Background: an optimization exercise with open tools, aiming at small area, a short achievable clock period and few clock cycles. Do not read the settings as production practice.
The RTL was checked by simulation tests, not by an equivalence proof against the original design.

== run C ==
==> flow/design.v <==
module ascon_hash (
    input  logic        clk,
    input  logic        rst,
    input  logic        in_valid,
    input  logic [15:0] in_data,
    input  logic [3:0]  in_kind,
    input  logic        in_last,
    output logic        in_credit,
    input  logic        out_credit,
    output logic        out_valid,
    output logic [15:0] out_data,
    output logic [3:0]  out_kind,
    output logic        out_last
);
    localparam int UNROLL = 1;
    localparam int NPH    = 12 / UNROLL;
    localparam int PH_W   = (NPH > 1) ? $clog2(NPH) : 1;
    localparam logic [319:0] HASH_IV =
        320'hee9398aadb67f03d8bb21831c60f1002b48a92db98d5da6243189921b8f8e3e8348fa5c9d525e140;
    localparam logic [319:0] XOF_IV =
        320'hb57e273b814cd4162b51042562ae242066a3a7768ddf22185aad0a7a8153650c4f3e0e32539493b6;
    localparam logic [1:0] P_IDLE = 2'd0, P_LEN0 = 2'd1, P_LEN1 = 2'd2, P_ABS = 2'd3;
    function automatic logic [63:0] ror(input logic [63:0] x, input int n);
        ror = (x >> n) | (x << (64 - n));
    endfunction
    function automatic logic [319:0] perm_round(input logic [319:0] s);
        logic [63:0] x0, x1, x2, x3, x4;
        logic [63:0] t0, t1, t2, t3, t4;
        {x0, x1, x2, x3, x4} = s;
        x0 = x0 ^ x4;
        x4 = x4 ^ x3;
        x2 = x2 ^ x1;
        t0 = ~x0 & x1;
        t1 = ~x1 & x2;
        t2 = ~x2 & x3;
        t3 = ~x3 & x4;
        t4 = ~x4 & x0;
        x0 = x0 ^ t1;
        x1 = x1 ^ t2;
        x2 = x2 ^ t3;
        x3 = x3 ^ t4;
        x4 = x4 ^ t0;
        x1 = x1 ^ x0;
        x0 = x0 ^ x4;
        x3 = x3 ^ x2;
        x2 = ~x2;
        x0 = x0 ^ ror(x0, 19) ^ ror(x0, 28);
        x1 = x1 ^ ror(x1, 61) ^ ror(x1, 39);
        x2 = x2 ^ ror(x2, 1) ^ ror(x2, 6);
        x3 = x3 ^ ror(x3, 10) ^ ror(x3, 17);
        x4 = x4 ^ ror(x4, 7) ^ ror(x4, 41);
        perm_round = {x0, x1, x2, x3, x4};
    endfunction
    logic [1:0]   pst;
    logic [1:0]   wcnt;           
    logic         job_started;    
    logic         jpend;          
    logic [63:0]  acc;            
    logic [2:0]   acc_cnt;        
    logic         blk_done;       
    logic         blk_abs;        
    logic         acc_last;       
    logic         xof_next;
    logic [31:4]  len_next;
    logic         len_next_lo;    
    logic [2:0]   abort_cnt;      
    logic [2:0]   owed;           
    logic [319:0] st;
    logic         eng_active;
    logic         eng_busy;       
    logic         eng_sq;         
    logic [PH_W-1:0] ph;
    logic         xacc;           
    logic [31:4]  remain;
    logic         remain_lo;
    logic         last_chunk;
    logic         len_zero;
    logic [63:0]  obuf;
    logic [2:0]   tn;             
    logic         tfin;
    logic         tabort;
    logic [6:0]   ocred;
    assign out_data = obuf[63:48];
    assign out_kind = {3'b010, tabort};
    logic        b_valid;
    logic [15:0] b_data;
    logic        b_last;
    logic        k_conf, k_len, k_msg;
    logic        ocr_q;
    logic take_conf, take_len, take_msg, abort_beat, abort_abs, kill;
    logic new_job;                
    assign take_conf  = b_valid && pst == P_IDLE && k_conf;
    assign take_len   = b_valid && (pst == P_LEN0 || pst == P_LEN1) && k_len;
    assign take_msg   = b_valid && pst == P_ABS && k_msg && !(b_last && wcnt != 2'd3);
    assign abort_beat = b_valid && !take_conf && !take_len && !take_msg;
    assign abort_abs  = abort_beat && pst == P_ABS;
    assign kill       = abort_abs && (job_started || new_job);
    logic absorb_wait, sq_out, sq_cont, sq_end, abs_go, run;
    logic flush, absorb, abort_emit;
    assign absorb_wait = eng_active && !eng_busy && !eng_sq;
    assign sq_cont     = sq_out && !last_chunk;
    assign abs_go      = absorb_wait && blk_abs;
    assign run         = eng_busy || abs_go || sq_cont;
    assign flush       = new_job || (absorb_wait && !blk_abs);
    assign absorb      = flush || xacc;
    logic [319:0] iv;
    assign iv = (xof_next ? XOF_IV : HASH_IV) ^ {184'd0, 8'hf0, 128'd0};
    logic [319:0] rout;
    logic [3:0]   rn;
    always_comb begin
        rout = st;
        for (int r = 0; r < UNROLL; r++) begin
            rn = 4'((ph * UNROLL + r + 1) % 12);
            rout = perm_round(rout);
            rout[135:128] = rout[135:128] ^ {4'hf - rn, rn};
        end
    end
    logic [319:0] st_n;
    always_comb begin
        if (run) begin
            st_n = rout;
            st_n[319:256] = st_n[319:256] ^ (acc & {64{xacc}});
        end else begin
            st_n = new_job ? iv : st;
            st_n[319:256] = st_n[319:256] ^ (acc & {64{flush}});
        end
    end
    logic         eng_active_n, eng_busy_n, eng_sq_n;
    logic [PH_W-1:0] ph_n;
    logic [31:4]  remain_n;
    logic         remain_lo_n;
    logic [2:0]   nwords;
    logic [2:0]   rel_q;          
    logic [2:0]   owed_all;
    logic [2:0]   tn_n;
    logic         tfin_n;
    logic         ov_n;
    logic [6:0]   ocred_n;        
    assign ocred_n = ocred + 7'(ocr_q) - 7'(out_valid);
    logic       jpend_n, last_chunk_n, len_zero_n, tx_free_n, sq_end_n, new_job_n;
    logic       decide_sq_n, sq_out_n, abort_emit_n;
    logic [2:0] abort_cnt_n;
    assign jpend_n = (jpend && !new_job && !abort_beat) ||
                     (take_conf && !b_data[0]) || (take_len && pst == P_LEN1);
    assign abort_cnt_n  = abort_cnt + 3'(abort_beat) - 3'(abort_emit);
    assign last_chunk_n = (remain_n[31:7] == '0) &&
                          (!remain_n[6] || (remain_n[5:4] == 2'd0 && !remain_lo_n));
    assign len_zero_n   = (remain_n == '0) && !remain_lo_n;
    assign tx_free_n    = (tn_n == 3'd0) || (tn_n == 3'd1 && ov_n);
    assign decide_sq_n  = eng_active_n && !eng_busy_n && eng_sq_n;
    assign sq_out_n     = decide_sq_n && !len_zero_n && tx_free_n;
    assign sq_end_n     = decide_sq_n && (len_zero_n || (tx_free_n && last_chunk_n));
    logic az_n;                   
    assign az_n = !abort_beat && (abort_cnt == 3'd0 || (abort_cnt == 3'd1 && abort_emit));
    assign new_job_n    = (!eng_active_n || sq_end_n) && jpend_n && az_n;
    assign abort_emit_n = !eng_active_n && !az_n && tx_free_n;
    assign nwords = !last_chunk ? 3'd4 : (remain[5:4] == 2'd0) ? 3'd4 : {1'b0, remain[5:4]};
    always_comb begin
        eng_active_n = eng_active;
        eng_busy_n   = eng_busy && (ph != PH_W'(NPH - 1));
        eng_sq_n     = eng_sq;
        remain_n     = remain;
        remain_lo_n  = remain_lo;
        if (sq_end) begin
            eng_active_n = 1'b0;
        end
        if (sq_cont) begin
            eng_busy_n = (NPH > 1);
            remain_n = remain - 28'd4;
        end
        if (new_job) begin
            eng_active_n = 1'b1;
            eng_sq_n = 1'b0;
            remain_n = xof_next ? len_next : 28'd16;
            remain_lo_n = xof_next ? len_next_lo : 1'b0;
        end
        if (abs_go) begin
            eng_busy_n = (NPH > 1);
            eng_sq_n = acc_last;
        end
        if (kill) begin
            eng_active_n = 1'b0;
            eng_busy_n = 1'b0;
        end
        ph_n = eng_busy_n ? ph + 1'b1 : '0;
    end
    always_comb begin
        tn_n = tn - 3'(out_valid);
        tfin_n = tfin;
        if (sq_out) begin
            tn_n = nwords;
            tfin_n = last_chunk;
        end else if (abort_emit) begin
            tn_n = 3'd1;
            tfin_n = 1'b1;
        end
        ov_n = (tn_n != 3'd0) && (ocred_n != 7'd0);
    end
    logic       rel_now;
    logic [2:0] rel_x;
    logic       cred_n;
    assign rel_now  = absorb;
    assign rel_x    = rel_now ? acc_cnt : 3'd0;
    assign owed_all = owed + rel_q + rel_x;
    assign cred_n   = (owed != 3'd0) || (rel_q != 3'd0) || (rel_now && acc_cnt != 3'd0);
    always_ff @(posedge clk) begin
        st <= st_n;
        for (int w = 0; w < 4; w++) begin
            if (rst && take_msg && wcnt == 2'(w)) begin
                acc[63 - 16 * w -: 16] <= b_data;
            end else if (!rst || absorb || abort_abs) begin
                acc[63 - 16 * w -: 16] <= 16'h0000;
            end
        end
        if (take_conf) begin
            xof_next <= b_data[0];
        end
        if (take_len) begin
            if (pst == P_LEN0) begin
                len_next[31:16] <= b_data;
            end else begin
                len_next[15:4] <= b_data[15:4];
                len_next_lo <= |b_data[3:0];
            end
        end
        remain <= remain_n;
        remain_lo <= remain_lo_n;
        last_chunk <= last_chunk_n;
        len_zero <= len_zero_n;
        if (sq_out) begin
            obuf <= st[319:256];
        end else if (abort_emit) begin
            obuf <= '0;
        end else if (out_valid) begin
            obuf <= {obuf[47:0], 16'h0000};
        end
        if (sq_out) begin
            tabort <= 1'b0;
        end else if (abort_emit) begin
            tabort <= 1'b1;
        end
        if (take_msg && wcnt == 2'd3) begin
            acc_last <= b_last;
        end
        b_data <= in_data;
        b_last <= in_last;
        k_conf <= (in_kind == 4'h1);
        k_len  <= (in_kind == 4'h2);
        k_msg  <= (in_kind == 4'h3);
    end
    always_ff @(posedge clk) begin
        if (!rst) begin
            pst <= P_IDLE;
            wcnt <= 2'd0;
            job_started <= 1'b0;
            jpend <= 1'b0;
            new_job <= 1'b0;
            sq_out <= 1'b0;
            sq_end <= 1'b0;
            abort_emit <= 1'b0;
            acc_cnt <= 3'd0;
            blk_done <= 1'b0;
            blk_abs <= 1'b0;
            abort_cnt <= 3'd0;
            owed <= 3'd0;
            rel_q <= 3'd0;
            in_credit <= 1'b0;
            eng_active <= 1'b0;
            eng_busy <= 1'b0;
            eng_sq <= 1'b0;
            ph <= '0;
            xacc <= 1'b0;
            tn <= 3'd0;
            tfin <= 1'b0;
            out_valid <= 1'b0;
            out_last <= 1'b0;
            ocred <= 7'd0;
            b_valid <= 1'b0;
            ocr_q <= 1'b0;
        end else begin
            b_valid <= in_valid;
            ocr_q <= out_credit;
            if (take_conf) begin
                pst <= b_data[0] ? P_LEN0 : P_ABS;
                wcnt <= 2'd0;
                job_started <= 1'b0;
            end
            if (take_len) begin
                pst <= (pst == P_LEN0) ? P_LEN1 : P_ABS;
            end
            if (take_msg) begin
                wcnt <= wcnt + 2'd1;
                if (wcnt == 2'd3 && b_last) begin
                    pst <= P_IDLE;
                end
            end
            if (abort_beat) begin
                pst <= P_IDLE;
                wcnt <= 2'd0;
            end
            if (new_job) begin
                job_started <= 1'b1;
            end
            jpend <= jpend_n;
            new_job <= new_job_n;
            sq_out <= sq_out_n;
            sq_end <= sq_end_n;
            abort_emit <= abort_emit_n;
            if (absorb && blk_done) begin
                blk_abs <= 1'b1;
            end
            if (take_msg && wcnt == 2'd3) begin
                blk_done <= 1'b1;
            end
            if (abs_go || abort_abs) begin
                blk_done <= 1'b0;
                blk_abs <= 1'b0;
            end
            if (absorb || abort_abs) begin
                acc_cnt <= 3'(take_msg);
            end else begin
                acc_cnt <= acc_cnt + 3'(take_msg);
            end
            abort_cnt <= abort_cnt_n;
            rel_q <= ((abort_abs && !rel_now) ? acc_cnt : 3'd0) + 3'(abort_emit)
                     + 3'(take_conf || take_len);
            in_credit <= cred_n;
            owed <= owed_all - 3'(cred_n);
            eng_active <= eng_active_n;
            eng_busy <= eng_busy_n;
            eng_sq <= eng_sq_n;
            ph <= ph_n;
            xacc <= eng_busy && ph == PH_W'(NPH - 2) && !eng_sq && !kill;
            tn <= tn_n;
            tfin <= tfin_n;
            out_valid <= ov_n;
            out_last <= ov_n && tfin_n && tn_n == 3'd1;
            ocred <= ocred_n;
        end
    end
endmodule
==> flow/config.mk <==
export PLATFORM = sky130hd
export DESIGN_NAME = ascon_hash
export DESIGN_NICKNAME = ascon_hash
export VERILOG_FILES = /design/flow/design.v
export SDC_FILE = /design/flow/constraint.sdc
export NUM_CORES = 4
export LEC_CHECK = 0
export CAP_MARGIN = 20
export CORE_MARGIN = 2
export CORE_UTILIZATION = 65
export CTS_CLUSTER_DIAMETER = 60
export CTS_CLUSTER_SIZE = 20
export SLEW_MARGIN = 20
==> flow/constraint.sdc <==
create_clock -name core_clock -period 10.0 [get_ports {clk}]
set_input_delay 2.0000 -clock core_clock [delete_from_list [all_inputs] [get_ports {clk}]]
set_output_delay 2.0000 -clock core_clock [all_outputs]
set_load 0.01 [all_outputs]
standard.sh (not shown) runs the stock make flow with config.mk's settings and CLKGATE_MAP_FILE= SYNTH_SCRIPT=/design/flow/synth_recipe.tcl, a recipe that flattens the netlist after the stock synthesis.
==> flow/flow/run.sh <==
#!/bin/bash
# The standard layout, with timing repair asked to leave extra setup slack
# at the design's own clock period and constraints.
set -euo pipefail
bash standard.sh SETUP_SLACK_MARGIN=7 finish > standard_flow.log 2>&1
Run C: full flow OK, the timing, DRC and antenna checks passed
Testbench counts of run C, summed over its fixed seeds: cycles 13,850.
Input-level comparison between run B and run C:
--- a/flow/design.v
+++ b/flow/design.v
@@ -148,14 +148,12 @@
     assign len_zero_n   = (remain_n == '0) && !remain_lo_n;
     assign tx_free_n    = (tn_n == 3'd0) || (tn_n == 3'd1 && ov_n);
     assign decide_sq_n  = eng_active_n && !eng_busy_n && eng_sq_n;
     assign sq_out_n     = decide_sq_n && !len_zero_n && tx_free_n;
     assign sq_end_n     = decide_sq_n && (len_zero_n || (tx_free_n && last_chunk_n));
-    logic az_n;                   
-    assign az_n = !abort_beat && (abort_cnt == 3'd0 || (abort_cnt == 3'd1 && abort_emit));
-    assign new_job_n    = (!eng_active_n || sq_end_n) && jpend_n && az_n;
-    assign abort_emit_n = !eng_active_n && !az_n && tx_free_n;
+    assign new_job_n    = (!eng_active_n || sq_end_n) && jpend_n && abort_cnt_n == 3'd0;
+    assign abort_emit_n = !eng_active_n && abort_cnt_n != 3'd0 && tx_free_n;
     assign nwords = !last_chunk ? 3'd4 : (remain[5:4] == 2'd0) ? 3'd4 : {1'b0, remain[5:4]};
     always_comb begin
         eng_active_n = eng_active;
         eng_busy_n   = eng_busy && (ph != PH_W'(NPH - 1));
         eng_sq_n     = eng_sq;
### Flow results
Clock latency reported for the late side of the worst-skew pair for run B is lower than for run C.
Run C and run B all finish clean.
[compare] base=run C new=run B: placement-stage cell area closely matched the old numbers; met2 global-route usage decreased by 1.7 points relative to the old numbers; final estimated routing congestion in global placement increased by 2.3% relative to the old numbers; core utilization increased by 0.76 points relative to the old numbers; final instance count without filler cells increased by 39 relative to the old numbers.
Testbench counts of run B, summed over its fixed seeds: cycles 13,850.

[static timing again, ports no longer ideal]
Ports are ideal in the flow. The routed layouts listed here were re-timed in OpenROAD.
Step 1, drivers: a clkbuf_16 drives clk and a buf_2 each remaining input, both assumed.
Step 2 adds t to the input delays and takes it off the output delays; t is the mean of the earliest and latest rising clock arrival at the registers after step 1. Input paths then give back, and output paths get back, about the clock's delay inside the block.
Slacks: ideal ports / drivers / drivers and shift; pairs: ideal ports / drivers.
run	t (ns)	setup WS [ns]	worst setup path at the end
run C	0.690	6.836 / 6.769 / 6.446	input to register
run B	0.672	6.835 / 6.768 / 6.297	input to register
After both steps every run listed still meets setup and hold. The setup slack of run B, which loses most, moves by -0.067 ns with the drivers and by -0.538 ns with both steps.
